Source: an optimization exercise on an open RTL-to-GDS flow (aim: a short achievable clock period and few clock cycles). Production flows keep margins and buffers that such runs may drop.
Function not checked in this run: the RTL went through the layout flow alone.
Power is estimated from default activity; no workload was simulated.

File: design/flow/config.mk
export PLATFORM = sky130hd
export DESIGN_NAME = pipeline
export DESIGN_NICKNAME = pipeline
export VERILOG_FILES = /design/flow/design.v
export SDC_FILE = /design/flow/constraint.sdc
export NUM_CORES = 4
export LEC_CHECK = 0
export CAP_MARGIN = 20
export CORE_MARGIN = 2
export CORE_UTILIZATION = 35
export CTS_CLUSTER_DIAMETER = 60
export CTS_CLUSTER_SIZE = 30
export PLACE_DENSITY = 0.45
export SETUP_SLACK_MARGIN = 3.2
export SLEW_MARGIN = 20
export TNS_END_PERCENT = 100
File: design/flow/constraint.sdc
create_clock -name core_clock -period 5.5 [get_ports {clock}]
set_input_delay 1.1000 -clock core_clock [delete_from_list [all_inputs] [get_ports {clock}]]
set_output_delay 1.1000 -clock core_clock [all_outputs]
set_load 0.01 [all_outputs]
File: design/flow/design.v
module pipeline (
    input  logic                        clock,
    input  logic                        reset,
    input  logic [32-1:0]            mem_rdata,     
    output logic [1:0]                  mem_command,   
    output logic [32-1:0]            mem_addr,
    output logic [32-1:0]            mem_wdata,
    output logic                        commit_valid,
    output logic                        commit_wr_en,
    output logic [5-1:0]       commit_wr_idx,
    output logic [32-1:0]            commit_wr_data,
    output logic [32-1:0]            commit_npc,
    output logic [31:0]                 commit_inst
);
    localparam int QD = 8;      
    localparam int QC_W = 15;   
    logic [QC_W-1:0] pd_ctl;
    logic [6:0]      opcode;
    logic [2:0]      funct3;
    logic [6:0]      funct7;
    logic            r_add, r_sub, r_and, r_or, r_xor, is_rop, is_addi, is_lw, is_sw, writes;
    always_comb begin
        opcode  = mem_rdata[6:0];
        funct3  = mem_rdata[14:12];
        funct7  = mem_rdata[31:25];
        r_add   = (funct7 == 7'b0000000) && (funct3 == 3'b000);
        r_sub   = (funct7 == 7'b0100000)  && (funct3 == 3'b000);
        r_and   = (funct7 == 7'b0000000) && (funct3 == 3'b111);
        r_or    = (funct7 == 7'b0000000) && (funct3 == 3'b110);
        r_xor   = (funct7 == 7'b0000000) && (funct3 == 3'b100);
        is_rop  = (opcode == 7'b0110011) && (r_add || r_sub || r_and || r_or || r_xor);
        is_addi = (opcode == 7'b0010011) && (funct3 == 3'b000);
        is_lw   = (opcode == 7'b0000011) && (funct3 == 3'b010);
        is_sw   = (opcode == 7'b0100011) && (funct3 == 3'b010);
        writes  = is_rop || is_addi || is_lw;
        pd_ctl  = {is_rop || is_addi || is_lw || is_sw,                  
                   is_rop || is_sw,                                      
                   writes ? mem_rdata[11:7] : 5'd0,                      
                   writes && (mem_rdata[11:7] != 5'd0),                  
                   is_lw, is_sw,
                   !is_rop,                                              
                   is_rop && r_sub,                                      
                   !is_rop || r_add || r_sub,                            
                   is_rop && r_and, is_rop && r_or};
    end
    logic [1:0]        bus_cmd_q;
    logic [31:0]       bus_addr_q;
    logic [31:0]       bus_wdata_q;
    logic              bus_fetch_q;      
    logic [31:0]       pc_f;             
    logic [31:0]       q_inst [QD];
    logic [QC_W-1:0]   q_ctl  [QD];
    logic [QD-1:0]     q_wr;             
    logic [QD-1:0]     q_rd;
    logic [3:0]        q_cnt;
    logic              d_valid;
    logic [31:0]       d_inst;
    logic [31:0]       d_rs1_oh;         
    logic [31:0]       d_rs2_oh;
    logic [4:0]        d_rs1_q, d_rs2_q;
    logic              d_use1, d_use2, d_we, d_lw, d_sw, d_bimm, d_sub, d_arith, d_and, d_or;
    logic [4:0]        d_rd;
    logic              d_dep1, d_dep2;   
    logic              d_m1, d_m2;       
    logic              d_w1, d_w2;       
    logic [31:0]       rf [1:31];
    logic              ex_valid;
    logic [31:0]       ex_inst;
    logic [31:0]       ex_a;
    logic [31:0]       ex_b;             
    logic [31:0]       ex_imm;           
    logic [31:0]       ex_s;             
    logic              ex_cin;           
    logic              ex_arith, ex_and, ex_or;
    logic [4:0]        ex_rd;
    logic              ex_we;
    logic              ex_load;
    logic              ex_store;
    logic              mm_valid;
    logic [31:0]       mm_inst;
    logic [31:0]       mm_sum;
    logic [31:0]       mm_logic;
    logic              mm_arith;
    logic [4:0]        mm_rd;
    logic              mm_we;
    logic              mm_load;
    logic [31:1]       wb_wen;           
    logic [31:0]       wb_val;           
    logic              cm_valid;
    logic              cm_we;
    logic [4:0]        cm_rd;
    logic [31:0]       cm_data;
    logic [31:0]       cm_npc;
    logic [31:0]       cm_inst;
    logic [31:0]       nx_npc;           
    logic stall, consume, pop;
    assign stall   = d_dep1 || d_dep2;
    assign consume = d_valid && !stall;
    assign pop     = (!d_valid || !stall) && (q_cnt != 4'd0);
    logic [31:0]     qh_inst;
    logic [QC_W-1:0] qh_ctl;
    logic [4:0]      qh_rs1, qh_rs2;
    logic            qh_use1, qh_use2;
    always_comb begin
        qh_inst = '0;
        qh_ctl  = '0;
        for (int i = 0; i < QD; i++) begin
            qh_inst = qh_inst | ({32{q_rd[i]}} & q_inst[i]);
            qh_ctl  = qh_ctl  | ({QC_W{q_rd[i]}} & q_ctl[i]);
        end
        qh_rs1  = qh_inst[19:15];
        qh_rs2  = qh_inst[24:20];
        qh_use1 = qh_ctl[QC_W-1];
        qh_use2 = qh_ctl[QC_W-2];
    end
    logic [4:0] n_rs1, n_rs2;
    assign n_rs1 = pop ? qh_rs1 : d_rs1_q;
    assign n_rs2 = pop ? qh_rs2 : d_rs2_q;
    always_ff @(posedge clock) begin
        for (int i = 0; i < QD; i++) begin
            if (bus_fetch_q && q_wr[i]) begin
                q_inst[i] <= mem_rdata;
                q_ctl[i]  <= pd_ctl;
            end
        end
    end
    always_ff @(posedge clock) begin
        if (reset) begin
            q_wr    <= QD'(1);
            q_rd    <= QD'(1);
            q_cnt   <= 4'd0;
            d_valid <= 1'b0;
            d_dep1  <= 1'b0;
            d_dep2  <= 1'b0;
        end else begin
            if (bus_fetch_q) q_wr <= {q_wr[QD-2:0], q_wr[QD-1]};
            if (pop)         q_rd <= {q_rd[QD-2:0], q_rd[QD-1]};
            q_cnt <= q_cnt + {3'd0, bus_fetch_q} - {3'd0, pop};
            if (!d_valid || !stall) d_valid <= pop;
            if (pop) begin
                d_dep1 <= d_valid && d_we && qh_use1 && (qh_rs1 == d_rd);
                d_dep2 <= d_valid && d_we && qh_use2 && (qh_rs2 == d_rd);
            end else begin
                d_dep1 <= 1'b0;
                d_dep2 <= 1'b0;
            end
        end
        if (pop) begin
            d_m1 <= ex_we && (qh_rs1 == ex_rd);
            d_m2 <= ex_we && (qh_rs2 == ex_rd);
            d_w1 <= mm_we && (qh_rs1 == mm_rd);
            d_w2 <= mm_we && (qh_rs2 == mm_rd);
        end else begin
            d_m1 <= d_dep1;
            d_m2 <= d_dep2;
            d_w1 <= d_m1;
            d_w2 <= d_m2;
        end
        d_rs1_q  <= n_rs1;
        d_rs2_q  <= n_rs2;
        d_rs1_oh <= 32'd1 << n_rs1;
        d_rs2_oh <= 32'd1 << n_rs2;
        if (pop) begin
            d_inst <= qh_inst;
            {d_use1, d_use2, d_rd, d_we, d_lw, d_sw, d_bimm, d_sub, d_arith, d_and, d_or} <= qh_ctl;
        end
    end
    logic [31:0] m_val;
    assign m_val = mm_load ? mem_rdata : (mm_arith ? mm_sum : mm_logic);
    logic [31:0] rf1, rf2, f1, f2, imm;
    always_comb begin
        rf1 = '0;
        rf2 = '0;
        for (int i = 1; i < 32; i++) begin
            rf1 = rf1 | ({32{d_rs1_oh[i]}} & rf[i]);
            rf2 = rf2 | ({32{d_rs2_oh[i]}} & rf[i]);
        end
        f1  = d_m1 ? m_val : (d_w1 ? wb_val : rf1);
        f2  = d_m2 ? m_val : (d_w2 ? wb_val : rf2);
        imm = d_sw ? {{20{d_inst[31]}}, d_inst[31:25], d_inst[11:7]}
                   : {{20{d_inst[31]}}, d_inst[31:20]};
    end
    always_ff @(posedge clock) begin
        if (reset || !consume) begin
            ex_valid <= 1'b0;
            ex_rd    <= 5'd0;
            ex_we    <= 1'b0;
            ex_load  <= 1'b0;
            ex_store <= 1'b0;
        end else begin
            ex_valid <= 1'b1;
            ex_rd    <= d_rd;
            ex_we    <= d_we;
            ex_load  <= d_lw;
            ex_store <= d_sw;
        end
    end
    always_ff @(posedge clock) begin
        ex_inst  <= d_inst;
        ex_a     <= f1;
        ex_b     <= d_bimm ? imm : (f2 ^ {32{d_sub}});
        ex_imm   <= imm;
        ex_s     <= f2;
        ex_cin   <= d_sub;
        ex_arith <= d_arith;
        ex_and   <= d_and;
        ex_or    <= d_or;
    end
    logic [32:0] sum_c;
    logic [31:0] agu;
    always_comb begin
        sum_c = {ex_a, 1'b1} + {ex_b, ex_cin};
        agu   = ex_a + ex_imm;
    end
    always_ff @(posedge clock) begin
        if (reset) begin
            mm_valid <= 1'b0;
            mm_rd    <= 5'd0;
            mm_we    <= 1'b0;
            mm_load  <= 1'b0;
        end else begin
            mm_valid <= ex_valid;
            mm_rd    <= ex_rd;
            mm_we    <= ex_we;
            mm_load  <= ex_load;
        end
        mm_inst  <= ex_inst;
        mm_sum   <= sum_c[32:1];
        mm_logic <= ex_and ? (ex_a & ex_b) : (ex_or ? (ex_a | ex_b) : (ex_a ^ ex_b));
        mm_arith <= ex_arith;
    end
    logic ex_mem, issue_fetch;
    assign ex_mem      = ex_load || ex_store;
    assign issue_fetch = !ex_mem && ((q_cnt + {3'd0, bus_fetch_q}) < 4'(QD));
    always_ff @(posedge clock) begin
        if (reset) begin
            bus_cmd_q   <= 2'd1;
            bus_fetch_q <= 1'b1;
            bus_addr_q  <= 32'h0000_0000;
            pc_f        <= 32'h0000_0000 + 32'd4;
        end else begin
            bus_cmd_q   <= ex_store ? 2'd2 : ((ex_load || issue_fetch) ? 2'd1 : 2'd0);
            bus_fetch_q <= issue_fetch;
            bus_addr_q  <= ex_mem ? agu : pc_f;
            if (issue_fetch) pc_f <= pc_f + 32'd4;
        end
        bus_wdata_q <= ex_s;
    end
    assign mem_command = bus_cmd_q;
    assign mem_addr    = bus_addr_q;
    assign mem_wdata   = bus_wdata_q;
    always_ff @(posedge clock) begin
        if (reset) begin
            wb_wen   <= '0;
            cm_valid <= 1'b0;
            nx_npc   <= 32'h0000_0000 + 32'd4;
        end else begin
            for (int i = 1; i < 32; i++) wb_wen[i] <= mm_we && (mm_rd == 5'(i));
            cm_valid <= mm_valid;
            if (mm_valid) nx_npc <= nx_npc + 32'd4;
        end
        if (mm_we) wb_val <= m_val;
        cm_we   <= mm_we;
        cm_rd   <= mm_rd;
        cm_data <= m_val;
        cm_npc  <= nx_npc;
        cm_inst <= mm_inst;
    end
    always_ff @(posedge clock) begin
        for (int i = 1; i < 32; i++) begin
            if (reset)          rf[i] <= 32'd0;
            else if (wb_wen[i]) rf[i] <= wb_val;
        end
    end
    assign commit_valid   = cm_valid;
    assign commit_wr_en   = cm_we;
    assign commit_wr_idx  = cm_rd;
    assign commit_wr_data = cm_data;
    assign commit_npc     = cm_npc;
    assign commit_inst    = cm_inst;
endmodule
File: design/flow/flow/run.sh
#!/bin/bash
# Own flow: the standard layout, with the port buffers made of plain
# buffers and timing repair free to change a cell's footprint.
set -euo pipefail
bash standard.sh MATCH_CELL_FOOTPRINT=0 "BUFFER_PORTS_ARGS=-buffer_cell sky130_fd_sc_hd__buf_4" finish > standard_run.log 2>&1
File: design/flow/standard.sh
#!/bin/bash
# synth_recipe.tcl (not shown) runs the flow's synth.tcl, then flattens the netlist and writes it again
# the make line also repeats each setting of config.mk as NAME=value (left out here)
make -C /OpenROAD-flow-scripts/flow DESIGN_CONFIG=/design/flow/config.mk WORK_HOME=/design/flow/orfs CLKGATE_MAP_FILE= SYNTH_SCRIPT=/design/flow/synth_recipe.tcl "${@:-finish}"
==> results.yml <==
floorplan:
  die_h_um: 491.6
  io_pins: 203
  start_util_pct: 35.28
  die_w_um: 491.6
  rows: 178
  coreArea_um2: 235900
  dieArea_um2: 241700
final_layout:
  final_common_cell: "dfxtp_1"
  nets: 8242
  syn2layout_area_growth_pct: 23.34
  design_area_um2: 102600
  num-fill-cells: 22320
  drive_gt1_share_pct: 21.63
  mostFrequentLayoutCells: "dfxtp_1, nor2_1, mux2i_1"
pwr:
  swShare_pct: 37.42
  p_comb_share_pct: 28.4
  p_int_uw: 28120
  p_leak_uw: 0.03554
  switchingPower_uw: 16810
  clkPwrFrac_pct: 29.0
  seqPwrFrac_pct: 42.6
  irDropWorstVdd_v: 0.0003442
  p_per_area_nw_per_um2: 437.7
yosys:
  yosysSeqAreaShare_pct: 54.87
  synthesis.area_um2: 83210
  synth_ff_type: "dfxtp_1"
  yosysTopAreaCell: "dfxtp_1"
  yosysUniqueCellTypes: 69
  syn-instance-count: 7858
  syn_avg_cell_area_um2: 10.59
  synth.area.top_cells: "dfxtp_1, edfxtp_1, mux2i_1, nor2_1, a22oi_1"
  yosysTopAreaCellShare_pct: 38.52
  ys_warn_count: 4
  ys_ff_latch: 2054
  synth-edff-count: 453
  async_reset_ff_share_pct: 0
critical_path:
  critPathMaxStageDelay_ps: 390
  rr_worst_depth: 10
  start_kind: "register"
  rrSetupSlack_ps: 2720
  crit_path_start: "ex_a[6]"
  endpoint_kind: "register"
  reg2reg_to: "mm_sum[31]"
  cp.required_ps: 6280
  timing.critical_path.cells: "inv_2 -> ha_4 -> a21o_1 -> or3_4 -> o211ai_1 -> a21oi_4 -> a221oi_4 -> o21ai_4 -> a221oi_2 -> xnor2_1"
  arrival_ps: 3560
  critPathSlowestCell: "dfxtp_4"
  crit_type: "reg -> reg"
  crit-reg2reg-launch: "ex_a[6]"
  cp_max_fo: 3
timing:
  clock.fmax_mhz: 359.7
  min_period_ps: 2780
  hold_violations: 0
  clock_skew_ps: 50.00
  rsz0062_at_grt: "true"
  setup_viol: 0
  slew_headroom_pct: 10.49
  slew_viol_final: 0
  finalSetupTns_ps: 0
  timing.hold.ws_ps: 319.8
  worst_pin_slew_ps: 1343
  period_share_pct: 50.55
min_path:
  hold_class: "reg -> reg"
  holdPathEnd: "bus_wdata_q[17]"
  worstHoldStart: "ex_s[17]"
  hold_depth: 0
clock_tree:
  htreeDepth: 4
  ctsRootBufferMaster: "clkbuf_16"
  cts_hold_buf: 0
  cts_tree: "built"
  cts_buffers: 162
  cts_sinks: 2054
  clk_pin_slew_worst_paths_ps: 90
  cts_buffer_depth: 3
  insertion_delay_ps: 850
routing:
  routedWlPerCell_um: 35.31
  drt-total-wl_um: 402700
  drc_errors: 0
  first_pass_iters: 8
  via_count: 70360
  drt-initial-drc-count: 10480
  final_antenna_net_count: 0
  via_per_inst: 6.169
grt:
  grt_antenna_before_repair: 30
  use_met3_pct: 9.106
  grt_pass1_vias: 65680
  grt_use_total_pct: 31.90
  top_usage_layer: "met2"
  use_met1_pct: 43.50
  grt_pass1_wl_um: 546000
  grt_util_met2_pct: 45.70
  overflow: 0
  grt_max_degree: 216
place:
  io_buffers: 200
  gp_congestion: 0.9315
  dpl.hpwl_um: 237500
  dpl_cell_area_um2: 88650
status:
  status: "finished clean"
run:
  maxCapViolCount: 0
how the worst max path moves through the flow:
stage	cells after the start	to
finish	10	mm_sum[31]
global route	12	mm_sum[25]
CTS	10	mm_sum[31]
global placement	10	d_rs1_oh[2]
detailed placement	10	d_rs1_oh[10]
floorplan	7	q_ctl[0][0]
registers in the layout, indices dropped and copies added (netlist names), 32 cells and up:
register     count
bus_addr_q      32
bus_wdata_q     32
cm_data         32
cm_inst         32
d_inst          32
ex_a            32
ex_b            32
ex_s            32
mm_inst         32
mm_logic        32
mm_sum          32
q_ctl          120
q_inst         256
rf             992
wb_val          32
Yosys cell counts, types with 69 or more instances:
cell	n
nand3_1	122
nand4_1	201
a22o_1	322
edfxtp_1	453
nor2_1	1190
o21ai_0	200
a221oi_1	324
dfxtp_1	1601
buf_1	69
inv_1	108
mux2i_1	1037
ha_1	101
a21oi_1	166
xnor2_1	102
nand2_1	305
clkbuf_1	622
a22oi_1	504
cell type report:
class / count / area [um2] / area share [%]
well taps: 3150 / 3941 / 3.840
multi-input cells: 4998 / 37770 / 36.80
repair buffers: 781 / 8279 / 8.067
clock buffers: 186 / 4340 / 4.229
flip-flops and latches: 2054 / 46320 / 45.14
inverters: 108 / 439.2 / 0.4279
diodes: 14 / 35.03 / 0.03414
clock inverters: 115 / 1503 / 1.464
routing by layer:
metal / vias to the layer above / part of all wire (%)
met3: 1169 / 11
met1: 35110 / 41
met5: - / 0.043
li1: 29350 / -
met2: 4708 / 41
met4: 20 / 6.4
worst max-delay path, delay by kind of cell (launching register included):
kind	cells	cell delay, ps
AOI/OAI and AO/OA	6	1530
xor gates and xnor gates	1	150
adders and majority gates	1	220
buffers and inverters	1	50
DFF	1	390
and+or+nand+nor	1	350
power by group through the flow:
| stage | registers [uW] | logic, uW | clock network (uW) |
|---|---|---|---|
| 6_report | 19200 | 12700 | 13000 |
| 5_1_grt | 19200 | 12900 | 13800 |
| 2_1_floorplan | 18200 | 4560 | 0 |
| 3_5_place_dp | 20000 | 8670 | 0 |
| 4_1_cts | 19200 | 11300 | 13300 |
| 3_3_place_gp | 20000 | 8640 | 0 |
cell families after synthesis:
logic type                 after synthesis  share of synthesized area, %
and+or+nand+nor                       1975                         10.21
DFF                                   2054                         54.87
xor gates and xnor gates               165                         1.746
muxes                                 1043                         12.56
AOI/OAI and AO/OA                     1710                         15.39
other                                    1                      0.004507
buffers and inverters                  807                         3.658
adders and majority gates              103                         1.567
timing repair:
action	4_1_cts	5_1_grt
resized for setup	911	285
setup buffers	232	82
pin swaps	185	247
cloned	4	2
setup endpoints to repair	577	608
per-stage QoR:
step | worst slack [ps] | power (uW) | util, % | std cells
2_1_floorplan | 3031 | 22800 | - | 7859
3_3_place_gp | 2107 | 28600 | 37.57 | 10770
3_5_place_dp | 2064 | 28630 | 37.59 | 10770
4_1_cts | 2773 | 43750 | 42.58 | 11310
5_1_grt | 2665 | 45960 | 43.50 | 11390
6_report | 2720 | 44920 | 43.51 | 11410

## port drivers added, routing unchanged
No port has a modelled driver above. Below, the same layout with a new extraction and two added sets of constraints. Step 1, drivers: a clkbuf_16 drives clock and a buf_2 each remaining input, both assumed. Step 2 moves the port delays by t, midway between the first and last clock arrival at a register: inputs arrive t later, outputs are due t later. That takes back most of the time a late clock gives input paths. a / b / c = no drivers / after step 1 / after step 2; a / b = the first two.
shift t [ns]: 0.926
slack for setup (ns): 2.720 / 2.720 / 2.342
hold WS [ns]: 0.320 / 0.320 / 0.320
worst setup path after step 2: input to register
After both steps setup and hold are still met in this run. For this run, drivers alone change the setup slack by 0.000 ns; drivers and shift together by -0.378 ns.
